From an optimization exercise on the open Yosys and OpenROAD flow, aimed at small area and a short achievable clock period; shortcuts taken in it are not production practice. RTL that was checked went through simulation tests only; none was proved equivalent to the original. Function not checked in runs 3 and 4: the RTL went through the layout flow alone. No activity file was given, so power comes from the tool's default toggle rates.

==> flow/design.v (outline; a module is shown in full before it is edited, if it fits) <==
// module uyvy2rgb_mul: 251 lines
// module uyvy2rgb_acc: 19 lines
// module uyvy2rgb_clamp: 18 lines
// module uyvy2rgb_clamp_cs: 29 lines
// module uyvy_to_rgb_pair_converter: 93 lines
module uyvy_to_rgb_pair_converter (
    input  logic        i_clk,
    input  logic        i_rst_n,
    input  logic        start,
    output logic        busy,
    input  logic [7:0]  i_cb_sample,
    input  logic [7:0]  i_luma_first,
    input  logic [7:0]  i_cr_sample,
    input  logic [7:0]  i_luma_second,
    output logic        o_valid,
    output logic [15:0] o_red_first,
    output logic [15:0] o_green_first,
    output logic [15:0] o_blue_first,
    output logic [15:0] o_red_second,
    output logic [15:0] o_green_second,
    output logic [15:0] o_blue_second
);
  // ...
==> flow/flow/run.sh <==
#!/bin/bash
# Own layout flow: the standard ORFS flow (standard.sh), with the input
# and output port buffers made from a plain buffer cell instead of the
# resizer's default choice. Everything else is the standard flow.
# The full make output goes to flow_make.log in the work folder; ORFS keeps
# each step's own log under orfs/logs/.
set -euo pipefail
export BUFFER_PORTS_ARGS="-buffer_cell sky130_fd_sc_hd__buf_1"
bash standard.sh finish > flow_make.log 2>&1
==> flow/standard.sh <==
#!/bin/bash
# synth_recipe.tcl (not shown) runs the flow's synth.tcl, then flattens the netlist and writes it again
# the make line also repeats each setting of config.mk as NAME=value (left out here)
make -C /OpenROAD-flow-scripts/flow DESIGN_CONFIG=/design/flow/config.mk WORK_HOME=/design/flow/orfs CLKGATE_MAP_FILE= SYNTH_SCRIPT=/design/flow/synth_recipe.tcl "${@:-finish}"
==> flow/config.mk <==
export PLATFORM = sky130hd
export DESIGN_NAME = uyvy_to_rgb_pair_converter
export DESIGN_NICKNAME = uyvy_to_rgb_pair_converter
export VERILOG_FILES = /design/flow/design.v
export SDC_FILE = /design/flow/constraint.sdc
export NUM_CORES = 4
export LEC_CHECK = 0
export CAP_MARGIN = 20
export CORE_MARGIN = 2
export CORE_UTILIZATION = 55
export SETUP_SLACK_MARGIN = 1.5
export SLEW_MARGIN = 20
==> flow/constraint.sdc <==
create_clock -name core_clock -period 5.5 [get_ports {i_clk}]
set_input_delay 1.1000 -clock core_clock [delete_from_list [all_inputs] [get_ports {i_clk}]]
set_output_delay 1.1000 -clock core_clock [all_outputs]
set_load 0.01 [all_outputs]
==> flow_summary_export.csv, run 1 <==
group,metric,value,unit
place,dp_cells,1515,
power,p_clk,654,uW
clock_network,clockRootBuffer,"clkbuf_16",
worst_setup_path,timing.critical_path.mode_cell,"fa_1",
die,die-area,0.0186,mm^2
place,numPortBuffers,132,
final_layout,seq_area_frac,0.185,
global_routing,grt_usage,0.271,
worst_setup_path,rr_endpoint,"u_k.o_data[49]$_DFF_P_",
global_routing,grt_pass1_wl,39.6,mm
yosys,synth_most_common_cell,"a21oi_1",
yosys,synth.area.top_cells,"dfxtp_1 21%, ha_1 15%, fa_1 7.3%",
routing,wl,25.2,mm
worst_setup_path,arrival,4.10,ns
worst_setup_path,criticalPathCategory,"flip-flop to flip-flop",
routing,dr.pass1.iters,6,
job,drv_cap,0,
yosys,synth_enable_flop_cells,0,
clock_network,post_cts_buffers,5,
die,chipWidth,136,um
power,p_leak,0.00484,uW
power,vdd_drop_max,0.000329,V
sta,setup_viol,0,
clock_network,cts.htree.levels,3,
sta,rsz0062_at_grt,"true",
yosys,synth_top_family_by_area,"compound AO/OA/AOI/OAI gates",
power,finalPower,4940,uW
yosys,syn_nets,1385,
final_layout,diodes,0,
outcome,outcome,"finished clean",
routing,via_per_inst,5.66,
global_routing,grt_max_degree,28,
final_layout,design_area,0.0111,mm^2
worst_setup_path,cp_top_family,"adder cells",
sta,final.setup_skew,0.00993,ns
final_layout,regArea,0.00205,mm^2
final_layout,layout_common_cells,"132 x buf_1, 131 x a21oi_1, 113 x ha_1",
routing,wl_met3,1.38,mm
routing,drtIter0Drc,559,
min_path,hold_end,"u_k.o_data[12]$_DFF_P_",
final_layout,layout.cells.most_common,"buf_1",
yosys,synth_top_cell_by_area,"dfxtp_1",
==> inputs of run 2 (changes only) <==
--- a/flow/config.mk
+++ b/flow/config.mk
@@ -10,3 +10,4 @@
 export CORE_UTILIZATION = 55
 export SETUP_SLACK_MARGIN = 1.5
 export SLEW_MARGIN = 20
+export TNS_END_PERCENT = 25
==> flow_summary_export.csv, run 2 <==
group,metric,value,unit
outcome,outcome,"finished clean",
min_path,hold_path.class,"flip-flop to flip-flop",
power,switching_power,2340,uW
die,chipWidth,136,um
die,ioPinCount,133,
final_layout,layout_common_cells,"134 x a21oi_1, 132 x buf_1, 113 x ha_1",
sta,tightestPinTransition,0.629,ns
power,p_leak,0.00481,uW
clock_network,clockRootBuffer,"clkbuf_16",
worst_setup_path,worst-endpoint-required,4.40,ns
worst_setup_path,r2r_slack,1.66,ns
place,placed_cell_area,0.0103,mm^2
final_layout,largest_register,"u_k.o_data",
power,power_density,446,mW/mm^2
worst_setup_path,slowest_delay,0.37,ns
worst_setup_path,critPathBufInv,3,
routing,via_per_inst,5.65,
yosys,synthArstFlopShare,0,
place,dp_hpwl,20.0,mm
worst_setup_path,cpMaxStageDelayCell,"dfxtp_1",
worst_setup_path,cp_top_family,"compound AO/OA/AOI/OAI gates",
power,power_frac_clock,0.133,
final_layout,layout.cells.most_common,"a21oi_1",
global_routing,antenna_found_initial,0,
sta,final.setup_skew,0.0114,ns
sta,slew_viol_final,0,
worst_setup_path,cp-start-kind,"flip-flop",
yosys,syn_avg_cell_area,8.03,um^2
yosys,synthesis.instances,1202,
routing,drtIter0Drc,556,
clock_network,cts_sinks,101,
routing,drc,0,
yosys,synth_enable_flop_cells,0,
final_layout,nets,1511,
sta,fin_crit_sh,0.712,
sta,postLayoutSetupSlackWorst,1.58,ns
place,place_ws,0.915,ns
final_layout,design_area,0.0110,mm^2
yosys,synth_seq_cells,101,
clock_network,cts_hold_buf,0,
sta,finalCriticalPeriod,3.92,ns
yosys,synth_top_cell_by_area,"dfxtp_1",
yosys,synth_most_common_cell,"a21oi_1",
yosys,yosysWarningCount,2,
routing,dr.pass1.iters,7,
global_routing,grt_pass1_vias,7935,
place,numPortBuffers,132,
routing,ant_nets,0,
yosys,syn-cell-area,0.00965,mm^2
clock_network,insertion_delay,0.37,ns
die,coreArea,0.0172,mm^2
final_layout,final_cell_count_no_fill,1558,
place,gp_congestion,0.920,
yosys,ys_top_cells_by_count,"137 x a21oi_1, 113 x ha_1, 101 x dfxtp_1",
yosys,yosysUniqueCellTypes,70,
final_layout,drive_gt1_frac,0.0953,
power,p_comb_frac,0.649,
power,pwr-share-seq,0.217,
routing,wl_per_cell,16.1,um
final_layout,diodes,0,
routing,vias,8809,
die,start_util,0.560,
die,die-area,0.0186,mm^2
clock_network,cts_tree,"built",
yosys,synth.area.top_cells,"dfxtp_1 21%, ha_1 15%, fa_1 7.3%",
sta,max_freq,255,MHz
clock_network,cts.htree.levels,3,
power,switching_share,0.476,
worst_setup_path,endpoint_kind,"primary output",
final_layout,reg_top3,"u_k.o_data x67, u_in.o_data x32",
yosys,synth_seq_area_share,0.209,
yosys,synth_top_area_frac,0.209,
sta,relSlewSlack,0.581,
worst_setup_path,cp_max_fo,8,
sta,rsz0062_at_grt,"true",
place,dp_cells,1515,
worst_setup_path,arrival,2.82,ns
routing,wl,25.0,mm
global_routing,grt_pass1_wl,39.6,mm
job,drv_cap,0,
sta,setup_viol,0,
global_routing,grt_max_degree,28,
power,p_int,2570,uW
worst_setup_path,crit_chain,"inv_1 -> fa_1 -> inv_1 -> a21o_1 -> a21oi_1 -> a21oi_1 -> o21ai_2 -> o21a_2 -> and2_1 -> buf_1",
final_layout,area_growth,14.3,%
power,vdd_drop_max,0.000314,V
die,row_count,48,
yosys,ys.flop_type,"dfxtp_1",
clock_network,cts_buffers,9,
global_routing,grt_usage,0.270,
clock_network,clockBufferDepth,2,
worst_setup_path,criticalPathCategory,"flip-flop to primary output",
global_routing,grt_overflow,0,
die,chipHeight,136,um
sta,finalSetupTns,0,ns
final_layout,largest_reg_flops,67,
sta,hold_viol,0,
clock_network,clk_pin_slew,0.07,ns
yosys,syn_nets,1385,
run 2: cell counts after synthesis:
Identical to the previous run, type by type.
run 2: per-stage QoR:
stage	hold WS [ns]	util	power [uW]
2_1_floorplan	0.310	-	3340
3_3_place_gp	0.310	0.597	4120
3_5_place_dp	0.314	0.597	4160
4_1_cts	0.332	0.622	4860
5_1_grt	0.334	0.640	5380
6_report	0.329	0.640	4910
run 2: final timing paths:
| kind | start | endpoint | cells past startpoint |
|---|---|---|---|
| max | u_k.o_data[1]$_DFF_P_ | o_red_second[6] | 10 |
| min reg2reg | u_in.o_data[20]$_DFF_P_ | u_k.o_data[12]$_DFF_P_ | 0 |
| min | u_in.o_data[20]$_DFF_P_ | u_k.o_data[12]$_DFF_P_ | 0 |
| max reg2reg | u_in.o_data[24]$_DFF_P_ | u_k.o_data[48]$_DFF_P_ | 16 |
run 2: cell families (layout without fill, tap and decap cells):
family | after synthesis | after routing | share of synthesized area
muxes | 3 | 3 | 0.00311
and+or+nand+nor | 325 | 325 | 0.166
AOI/OAI and AO/OA | 383 | 383 | 0.250
DFF | 101 | 101 | 0.209
xor gates and xnor gates | 108 | 108 | 0.0988
adders and majority gates | 149 | 149 | 0.220
buffers and inverters | 133 | 264 | 0.0526
run 2: final cells by class:
cell class | count | area (um^2)
Timing Repair Buffer | 168 | 793
Fill cell | 1529 | 6210
Clock inverter | 7 | 75.1
Tap cell | 225 | 282
Inverter | 80 | 325
Sequential cell | 101 | 2050
Multi-Input combinational cell | 968 | 7280
Clock buffer | 9 | 225
run 2: repair_timing:
item	in CTS	in global routing
endpoints found under the setup margin	59	68
resized for setup	37	46
pin swaps	1	8
cloned	0	0
setup buffers	5	22
run 2: power groups by stage:
| stage | Sequential, uW | Combinational, uW | Clock (uW) |
|---|---|---|---|
| final | 1070 | 3190 | 655 |
| after global placement | 1080 | 3040 | 0 |
| after global routing | 1090 | 3600 | 695 |
| after detailed placement | 1080 | 3070 | 0 |
| after CTS | 1070 | 3120 | 672 |
| after floorplan | 997 | 2340 | 0 |
run 2: per-layer routing:
metal  part of all wire  up-vias  global-route usage
met1               0.48     3994               0.377
met5                  0        -                   0
li1                   -     4481                   -
met3              0.055       39              0.0384
met4              0.031        0               0.101
met2               0.43      295               0.424
==> module uyvy_to_rgb_pair_converter, before the edit <==
module uyvy_to_rgb_pair_converter (
    input  logic        i_clk,
    input  logic        i_rst_n,
    input  logic        start,
    output logic        busy,
    input  logic [7:0]  i_cb_sample,
    input  logic [7:0]  i_luma_first,
    input  logic [7:0]  i_cr_sample,
    input  logic [7:0]  i_luma_second,
    output logic        o_valid,
    output logic [15:0] o_red_first,
    output logic [15:0] o_green_first,
    output logic [15:0] o_blue_first,
    output logic [15:0] o_red_second,
    output logic [15:0] o_green_second,
    output logic [15:0] o_blue_second
);
    logic        accept;
    logic        v_in;
    logic [7:0]  cb;
    logic [7:0]  y0;
    logic [7:0]  cr;
    logic [7:0]  y1;
    logic [7:0]  q_y0;
    logic [7:0]  q_y1;
    logic [16:0] n_red_k;
    logic [16:0] q_red_k;
    logic [16:0] n_green_k;
    logic [16:0] q_green_k;
    logic [16:0] n_blue_k;
    logic [16:0] q_blue_k;
    assign busy   = ~i_rst_n;
    assign accept = start & ~busy;
    uyvy2rgb_acc #(.W(32)) u_in (
        .i_clk   (i_clk),
        .i_rst_n (i_rst_n),
        .i_valid (accept),
        .i_data  ({i_cb_sample, i_luma_first, i_cr_sample, i_luma_second}),
        .o_valid (v_in),
        .o_data  ({cb, y0, cr, y1})
    );
    uyvy2rgb_mul u_mul (
        .i_cb_sample (cb),
        .i_cr_sample (cr),
        .o_red_k (n_red_k),
        .o_green_k (n_green_k),
        .o_blue_k (n_blue_k)
    );
    uyvy2rgb_acc #(.W(67)) u_k (
        .i_clk   (i_clk),
        .i_rst_n (i_rst_n),
        .i_valid (v_in),
        .i_data  ({n_red_k, n_green_k, n_blue_k, y0, y1}),
        .o_valid (o_valid),
        .o_data  ({q_red_k, q_green_k, q_blue_k, q_y0, q_y1})
    );
    uyvy2rgb_clamp u_r0 (
        .i_luma (q_y0),
        .i_hi   (q_red_k[16:8]),
        .i_lo   (q_red_k[7:0]),
        .o_chan (o_red_first)
    );
    uyvy2rgb_clamp u_g0 (
        .i_luma (q_y0),
        .i_hi   (q_green_k[16:8]),
        .i_lo   (q_green_k[7:0]),
        .o_chan (o_green_first)
    );
    uyvy2rgb_clamp u_b0 (
        .i_luma (q_y0),
        .i_hi   (q_blue_k[16:8]),
        .i_lo   (q_blue_k[7:0]),
        .o_chan (o_blue_first)
    );
    uyvy2rgb_clamp u_r1 (
        .i_luma (q_y1),
        .i_hi   (q_red_k[16:8]),
        .i_lo   (q_red_k[7:0]),
        .o_chan (o_red_second)
    );
    uyvy2rgb_clamp u_g1 (
        .i_luma (q_y1),
        .i_hi   (q_green_k[16:8]),
        .i_lo   (q_green_k[7:0]),
        .o_chan (o_green_second)
    );
    uyvy2rgb_clamp u_b1 (
        .i_luma (q_y1),
        .i_hi   (q_blue_k[16:8]),
        .i_lo   (q_blue_k[7:0]),
        .o_chan (o_blue_second)
    );
endmodule
==> inputs of run 3 (changes only) <==
--- a/flow/design.v
+++ b/flow/design.v
@@ -352,14 +352,8 @@
     logic [16:0] q_blue_k;
     assign busy   = ~i_rst_n;
     assign accept = start & ~busy;
-    uyvy2rgb_acc #(.W(32)) u_in (
-        .i_clk   (i_clk),
-        .i_rst_n (i_rst_n),
-        .i_valid (accept),
-        .i_data  ({i_cb_sample, i_luma_first, i_cr_sample, i_luma_second}),
-        .o_valid (v_in),
-        .o_data  ({cb, y0, cr, y1})
-    );
+    assign v_in = accept;
+    assign {cb, y0, cr, y1} = {i_cb_sample, i_luma_first, i_cr_sample, i_luma_second};
     uyvy2rgb_mul u_mul (
         .i_cb_sample (cb),
         .i_cr_sample (cr),
--- a/flow/config.mk
+++ b/flow/config.mk
@@ -10,4 +10,3 @@
 export CORE_UTILIZATION = 55
 export SETUP_SLACK_MARGIN = 1.5
 export SLEW_MARGIN = 20
-export TNS_END_PERCENT = 25
==> flow_summary_export.csv, run 3 <==
group,metric,value,unit
final_layout,diodes,0,
routing,wl,26.6,mm
min_path,hold_path.class,"primary input to flip-flop",
worst_setup_path,worst-endpoint-required,5.77,ns
sta,finalCriticalPeriod,4.16,ns
die,row_count,46,
die,chipHeight,132,um
yosys,syn-cell-area,0.00902,mm^2
yosys,syn_avg_cell_area,7.57,um^2
clock_network,cts_sinks,68,
global_routing,grt_overflow,0,
global_routing,grt_pass1_vias,8212,
routing,via_per_inst,5.78,
sta,tightestPinTransition,0.668,ns
final_layout,layout_common_cells,"123 x a21oi_1, 120 x buf_1, 100 x ha_1",
yosys,synthesis.instances,1192,
worst_setup_path,criticalPathCategory,"primary input to flip-flop",
yosys,synth_seq_cells,68,
job,drv_cap,0,
min_path,hp-start,"i_luma_first[6]",
die,coreArea,0.0159,mm^2
routing,drc,0,
worst_setup_path,arrival,4.43,ns
sta,setup_viol,0,
routing,ant_nets,0,
yosys,ys_top_cells_by_count,"143 x a21oi_1, 113 x ha_1, 103 x o21ai_0",
yosys,synth_seq_area_share,0.151,
worst_setup_path,crit_chain,"buf_2 -> clkinvlp_4 -> nand2_1 -> o22ai_2 -> a21oi_2 -> fa_1 -> fa_1 -> ha_4 -> buf_4 -> a21oi_4 -> nor3_2 -> o31ai_2 -> a21boi_2 -> or3_1 -> a31oi_1 -> xnor2_1",
yosys,yosysWarningCount,1,
yosys,synth_top_area_frac,0.157,
yosys,synth.area.top_cells,"ha_1 16%, dfxtp_1 15%, a21oi_1 7.9%",
place,gp_congestion,0.919,
worst_setup_path,cp_max_fo,4,
final_layout,drive_gt1_frac,0.174,
die,start_util,0.566,
sta,postLayoutSetupSlackWorst,1.34,ns
sta,hold_viol,0,
final_layout,area_growth,25.8,%
power,p_leak,0.00487,uW
power,power_density,432,mW/mm^2
clock_network,clk_pin_slew,0.05,ns
clock_network,clockBufferDepth,2,
worst_setup_path,slowest_delay,0.54,ns
final_layout,largest_reg_flops,67,
yosys,syn_nets,1375,
yosys,yosysUniqueCellTypes,69,
clock_network,cts_tree,"built",
final_layout,nets,1544,
global_routing,grt_max_degree,20,
outcome,outcome,"finished clean",
place,numPortBuffers,132,
final_layout,layout.cells.most_common,"a21oi_1",
sta,slew_viol_final,0,
sta,fin_crit_sh,0.757,
final_layout,final_cell_count_no_fill,1580,
worst_setup_path,timing.critical_path.mode_cell,"fa_1",
place,place_ws,0.592,ns
yosys,synth_enable_flop_cells,0,
sta,rsz0062_at_grt,"true",
worst_setup_path,worstSetupStartpoint,"i_cb_sample[3]",
sta,finalSetupTns,0,ns
global_routing,antenna_found_initial,0,
final_layout,reg_top3,"u_k.o_data x67, u_k.o_valid x1",
sta,relSlewSlack,0.551,
die,chipWidth,132,um
clock_network,cts.htree.levels,3,
yosys,ys.flop_type,"dfxtp_1",
worst_setup_path,cp-start-kind,"primary input",
routing,dr.pass1.iters,5,
global_routing,grt_pass1_wl,42.0,mm
sta,max_freq,240,MHz
routing,drtIter0Drc,646,
yosys,synthArstFlopShare,0,
die,ioPinCount,133,
place,dp_hpwl,20.1,mm
clock_network,cts_buffers,9,
clock_network,clockRootBuffer,"clkbuf_16",
final_layout,largest_register,"u_k.o_data",
global_routing,grt_usage,0.297,
die,die-area,0.0174,mm^2
power,vdd_drop_max,0.000263,V
yosys,synth_top_cell_by_area,"ha_1",
worst_setup_path,endpoint_kind,"flip-flop",
routing,wl_per_cell,16.9,um
routing,vias,9130,
place,dp_cells,1511,
worst_setup_path,cpMaxStageDelayCell,"fa_1",
yosys,synth_most_common_cell,"a21oi_1",
run 3: cell count changes after synthesis, moves of 6 or more:
cell,before,now
dfxtp_1,101,68
o21ai_0,80,103
o21bai_1,23,8
clkbuf_1,44,36
nand3_1,16,24
a31oi_1,8,15
a211oi_1,11,5
a21oi_1,137,143
nand2b_1,18,12
nor2b_1,12,18
nor3_1,16,22
o21ai_1,13,7
xor2_1,39,33
run 3: worst max-delay path, delay by kind of cell:
| kind | cells | cell delay [ns] |
|---|---|---|
| fa+ha+maj | 3 | 1.20 |
| compound gates | 6 | 1.03 |
| simple gates | 3 | 0.53 |
| buf+inv | 3 | 0.42 |
| xor+xnor | 1 | 0.14 |
run 3: timing repair:
item,4_1_cts,5_1_grt
endpoints found under the setup margin,42,62
gates cloned,5,1
pin swaps,44,44
buffers inserted,35,14
hold buffers,0,0
resized for setup,96,53
run 3: cells by family after synthesis:
kind of cell,count (synthesis),share of synthesized area
simple gates,341,0.182
buf+inv,127,0.0540
compound gates,399,0.271
mux,2,0.00236
flops,68,0.151
xor+xnor,105,0.103
fa+ha+maj,150,0.237
run 3: area by class of cell:
type	instances	area [um^2]
multi-input combinational	997	7870
fill	1328	4600
sequential	68	1360
timing repair buffer	207	1230
inverter	78	325
tap	216	270
clock buffer	12	256
clock inverter	2	35.0
run 3: metal layers:
layer / up-vias / wire [um] / GRT usage
met5: - / 0 / 0
li1: 4578 / - / -
met1: 4161 / 12300 / 0.418
met2: 340 / 11900 / 0.465
met3: 51 / 1610 / 0.0396
met4: 0 / 841 / 0.108
run 3: path summary, 6_finish.rpt:
check | end | cells past startpoint
hold / removal | u_k.o_data[14]$_DFF_P_ | 1
setup / recovery | u_k.o_data[40]$_DFF_P_ | 16
run 3: metrics by stage:
stage / hold WS, ns / cell area, um^2 / utilization / power (uW)
after floorplan: 1.13 / 9430 / - / 3140
after global placement: 1.19 / 10000 / 0.627 / 3920
after detailed placement: 1.19 / 10000 / 0.627 / 3950
after CTS: 0.833 / 11000 / 0.689 / 4760
after global routing: 0.849 / 11300 / 0.712 / 5340
final: 0.851 / 11300 / 0.712 / 4910
run 3: power breakdown:
| part | internal [uW] | leakage [uW] | switching (uW) | total [uW] |
|---|---|---|---|---|
| logic | 1550 | 0.00416 | 1980 | 3540 |
| clock network | 369 | 0.000145 | 203 | 572 |
| registers | 671 | 0.000574 | 126 | 797 |
==> module uyvy2rgb_clamp, before the edit <==
module uyvy2rgb_clamp (
    input  logic [7:0]                   i_luma,
    input  logic [8:0]                   i_hi,
    input  logic [7:0]                   i_lo,
    output logic [uyvy2rgb_pkg::OW-1:0]  o_chan
);
    logic       n_carry;
    logic [7:0] n_sum;
    logic       n_all_prop;
    logic       n_low;
    logic       n_high;
    assign {n_carry, n_sum} = {1'b0, i_luma} + {1'b0, i_hi[7:0]};
    assign n_all_prop = &(i_luma ^ i_hi[7:0]);
    assign n_low  = ~i_hi[8] & ~n_carry;
    assign n_high = i_hi[8] & (n_carry | n_all_prop);
    assign o_chan[15:8] = n_low ? 8'h00 : (n_high ? 8'hff : n_sum);
    assign o_chan[7:0]  = (n_low | n_high) ? 8'h00 : i_lo;
endmodule
==> inputs of run 4 (changes only) <==
--- a/flow/design.v
+++ b/flow/design.v
@@ -278,15 +278,14 @@
     input  logic [7:0]                   i_lo,
     output logic [uyvy2rgb_pkg::OW-1:0]  o_chan
 );
-    logic       n_carry;
     logic [7:0] n_sum;
-    logic       n_all_prop;
+    logic [7:0] n_lim;
     logic       n_low;
     logic       n_high;
-    assign {n_carry, n_sum} = {1'b0, i_luma} + {1'b0, i_hi[7:0]};
-    assign n_all_prop = &(i_luma ^ i_hi[7:0]);
-    assign n_low  = ~i_hi[8] & ~n_carry;
-    assign n_high = i_hi[8] & (n_carry | n_all_prop);
+    assign n_sum  = i_luma + i_hi[7:0];
+    assign n_lim  = ~i_hi[7:0];
+    assign n_low  = ~i_hi[8] & (i_luma <= n_lim);
+    assign n_high = i_hi[8] & (i_luma >= n_lim);
     assign o_chan[15:8] = n_low ? 8'h00 : (n_high ? 8'hff : n_sum);
     assign o_chan[7:0]  = (n_low | n_high) ? 8'h00 : i_lo;
 endmodule
@@ -352,8 +351,14 @@
     logic [16:0] q_blue_k;
     assign busy   = ~i_rst_n;
     assign accept = start & ~busy;
-    assign v_in = accept;
-    assign {cb, y0, cr, y1} = {i_cb_sample, i_luma_first, i_cr_sample, i_luma_second};
+    uyvy2rgb_acc #(.W(32)) u_in (
+        .i_clk   (i_clk),
+        .i_rst_n (i_rst_n),
+        .i_valid (accept),
+        .i_data  ({i_cb_sample, i_luma_first, i_cr_sample, i_luma_second}),
+        .o_valid (v_in),
+        .o_data  ({cb, y0, cr, y1})
+    );
     uyvy2rgb_mul u_mul (
         .i_cb_sample (cb),
         .i_cr_sample (cr),
==> flow_summary_export.csv, run 4 <==
group,metric,value,unit
outcome,outcome,"finished clean",
final_layout,diodes,0,
routing,wl_per_cell,16.1,um
global_routing,grt_pass1_vias,7906,
die,coreArea,0.0172,mm^2
power,vdd_drop_max,0.000339,V
final_layout,area_growth,21.4,%
job,drv_cap,0,
worst_setup_path,crit_chain,"buf_8 -> nand2_4 -> o21ai_0 -> a222oi_1 -> fa_1 -> inv_2 -> fa_1 -> ha_4 -> nand2_4 -> o31ai_4 -> o311a_4 -> a31oi_4 -> o211ai_1 -> nand2_1 -> o311ai_1",
routing,ant_nets,0,
power,power_density,447,mW/mm^2
clock_network,cts.htree.levels,3,
global_routing,grt_max_degree,35,
place,numPortBuffers,132,
clock_network,cts_buffers,9,
yosys,syn_nets,1379,
power,p_leak,0.00511,uW
worst_setup_path,worstSetupStartpoint,"u_in.o_data[29]$_DFF_P_",
final_layout,final_cell_count_no_fill,1588,
global_routing,antenna_found_initial,0,
die,chipWidth,136,um
worst_setup_path,rr_startpoint,"u_in.o_data[29]$_DFF_P_",
worst_setup_path,cp_max_fo,13,
final_layout,drive_gt1_frac,0.142,
yosys,yosysUniqueCellTypes,68,
clock_network,cts_hold_buf,0,
sta,max_freq,245,MHz
sta,final.setup_skew,0.0134,ns
final_layout,layout_common_cells,"139 x a21oi_1, 132 x buf_1, 115 x ha_1",
yosys,ys_top_cells_by_count,"151 x a21oi_1, 119 x ha_1, 101 x dfxtp_1, 101 x nor2_1, 77 x inv_1",
final_layout,largest_reg_flops,67,
worst_setup_path,rr_endpoint,"u_k.o_data[47]$_DFF_P_",
power,finalPower,5190,uW
place,dp_cells,1514,
sta,postLayoutSetupSlackWorst,1.41,ns
die,chipHeight,136,um
yosys,synth_seq_cells,101,
sta,tightestPinTransition,0.523,ns
sta,setup_viol,0,
die,die-area,0.0185,mm^2
final_layout,largest_register,"u_k.o_data",
clock_network,cts_tree,"built",
yosys,synth_top_cell_by_area,"dfxtp_1",
worst_setup_path,criticalPathCategory,"flip-flop to flip-flop",
place,dp_hpwl,19.5,mm
place,place_ws,0.803,ns
sta,slew_viol_final,0,
worst_setup_path,slowest_delay,0.52,ns
yosys,syn-cell-area,0.00956,mm^2
yosys,synth_seq_area_share,0.211,
clock_network,clockBufferDepth,2,
sta,finalCriticalPeriod,4.09,ns
min_path,hold_path.class,"flip-flop to flip-flop",
yosys,ys.flop_type,"dfxtp_1",
routing,drtIter0Drc,668,
sta,relSlewSlack,0.652,
clock_network,cts_sinks,101,
final_layout,nets,1547,
worst_setup_path,reg2reg_depth,15,
die,ioPinCount,133,
yosys,yosysWarningCount,2,
global_routing,grt_usage,0.273,
sta,rsz0062_at_grt,"true",
die,start_util,0.557,
yosys,synth.area.top_cells,"dfxtp_1 21%, ha_1 16%, a21oi_1 7.9%",
yosys,synth_enable_flop_cells,0,
clock_network,clk_pin_slew,0.08,ns
yosys,syn_avg_cell_area,8.04,um^2
final_layout,multi_input_area,0.00745,mm^2
worst_setup_path,cpMaxStageDelayCell,"fa_1",
routing,via_per_inst,5.58,
final_layout,regArea,0.00206,mm^2
routing,vias,8857,
die,row_count,48,
yosys,synthesis.instances,1190,
sta,finalSetupTns,0,ns
yosys,synth_most_common_cell,"a21oi_1",
routing,wl,25.5,mm
sta,fin_crit_sh,0.743,
global_routing,grt_overflow,0,
yosys,synthArstFlopShare,0,
worst_setup_path,endpoint_kind,"flip-flop",
clock_network,clockRootBuffer,"clkbuf_16",
worst_setup_path,r2r_slack,1.41,ns
worst_setup_path,critical_path.endpoint,"u_k.o_data[47]$_DFF_P_",
routing,drc,0,
final_layout,fin_util,0.676,
worst_setup_path,worst-endpoint-required,5.77,ns
worst_setup_path,arrival,4.36,ns
yosys,synth_top_area_frac,0.211,
global_routing,grt_pass1_wl,39.3,mm
routing,dr.pass1.iters,5,
worst_setup_path,cp-start-kind,"flip-flop",
final_layout,layout.cells.most_common,"a21oi_1",
final_layout,reg_top3,"u_k.o_data x67, u_in.o_data x32",
sta,hold_viol,0,
place,gp_congestion,0.901,
final_layout,nFillCells,1497,
clock_network,insertion_delay,0.37,ns
[run 4: cells by family after synthesis]
logic type | count (synthesis) | share of synthesized area
xor gates and xnor gates | 109 | 0.0998
DFF | 101 | 0.211
muxes | 4 | 0.00419
buffers and inverters | 135 | 0.0538
and+or+nand+nor | 317 | 0.158
adders and majority gates | 155 | 0.230
AOI/OAI and AO/OA | 369 | 0.242
[run 4: where the power goes]
group | total (uW) | internal, uW | switching (uW) | leakage [uW]
Clock | 666 | 323 | 343 | 0.000144
Sequential | 1050 | 917 | 131 | 0.000855
Combinational | 3480 | 1540 | 1940 | 0.00411
Total | 5190 | 2780 | 2410 | 0.00511
[run 4: layout make-up]
type	instances	share of cell area
clock buffers	9	0.0194
clock inverters	7	0.00668
inverters	87	0.0302
multi-input cells	954	0.642
flip-flops and latches	101	0.178
well taps	225	0.0243
repair buffers	205	0.0993
[run 4: worst min-delay path by stage]
stage	startpoint	endpoint	slack (ns)	cells after the start
6_report	u_in.o_data[0]$_DFF_P_	u_k.o_data[0]$_DFF_P_	0.32	0
3_3_place_gp	u_in.o_data[3]$_DFF_P_	u_k.o_data[3]$_DFF_P_	0.31	0
5_1_grt	u_in.o_data[0]$_DFF_P_	u_k.o_data[0]$_DFF_P_	0.34	0
3_5_place_dp	u_in.o_data[0]$_DFF_P_	u_k.o_data[0]$_DFF_P_	0.31	0
2_1_floorplan	u_in.o_data[0]$_DFF_P_	u_k.o_data[0]$_DFF_P_	0.31	0
4_1_cts	u_in.o_data[0]$_DFF_P_	u_k.o_data[0]$_DFF_P_	0.33	0
[run 4: metal layers]
| metal | wire, um | global-route usage | vias up |
|---|---|---|---|
| met3 | 1300 | 0.0429 | 47 |
| met2 | 11900 | 0.453 | 297 |
| met5 | 0 | 0 | - |
| li1 | - | - | 4498 |
| met1 | 11500 | 0.360 | 4015 |
| met4 | 812 | 0.100 | 0 |
[run 4: metrics by stage]
stage	instance area, um^2	hold WS (ns)
floorplan	9660	0.310
global placement	10300	0.310
detailed placement	10300	0.312
CTS	11200	0.328
global route	11600	0.336
finish	11600	0.322
[run 4: repair_timing]
item | CTS | global route
cloned | 1 | 1
gates resized for setup | 90 | 51
setup buffers | 28 | 28
endpoints found under the setup margin | 65 | 62
pin swaps | 22 | 42
[run 4: worst max-delay path: cells and delay by family, from the launching register on]
kind | cells | cell delay, ns
adder cells (fa/ha/maj) | 3 | 1.27
AND/OR/NAND/NOR | 3 | 0.27
AO/OA/AOI/OAI | 7 | 1.81
flip-flops | 1 | 0.39
buffers and inverters | 2 | 0.24

separate check: timing with driven ports:
The flow's constraints put no driver on any port. The routed layouts listed below were extracted and timed again, unchanged, in two steps. Step 1 sets driving cells, clkbuf_16 on the clock port and buf_2 on the other inputs (assumed; they add their load-dependent delay and slew). Step 2 moves the port delays by t, midway between the first and last clock arrival at a register: inputs arrive t later, outputs are due t later. That takes back most of the time a late clock gives input paths. Slacks: no drivers / after step 1 / after step 2; pairs: no drivers / after step 1.
run	t, ns	setup WS [ns]	clock arrival spread, ns	worst slew at a driven data input, ns	cell pins on the clock port's net
run 1	0.405	1.652 / 1.640 / 1.652	0.013 / 0.013	0.06	1
run 2	0.406	1.585 / 1.541 / 1.662	0.015 / 0.015	0.06	1
run 3	0.383	1.335 / 1.348 / 0.965	0.007 / 0.007	0.11	1
run 4	0.411	1.412 / 1.412 / 1.412	0.013 / 0.014	0.04	1
After both steps setup and hold are still met in every run listed. For run 3, which loses most, drivers alone change the setup slack by +0.013 ns; drivers and shift together by -0.370 ns.
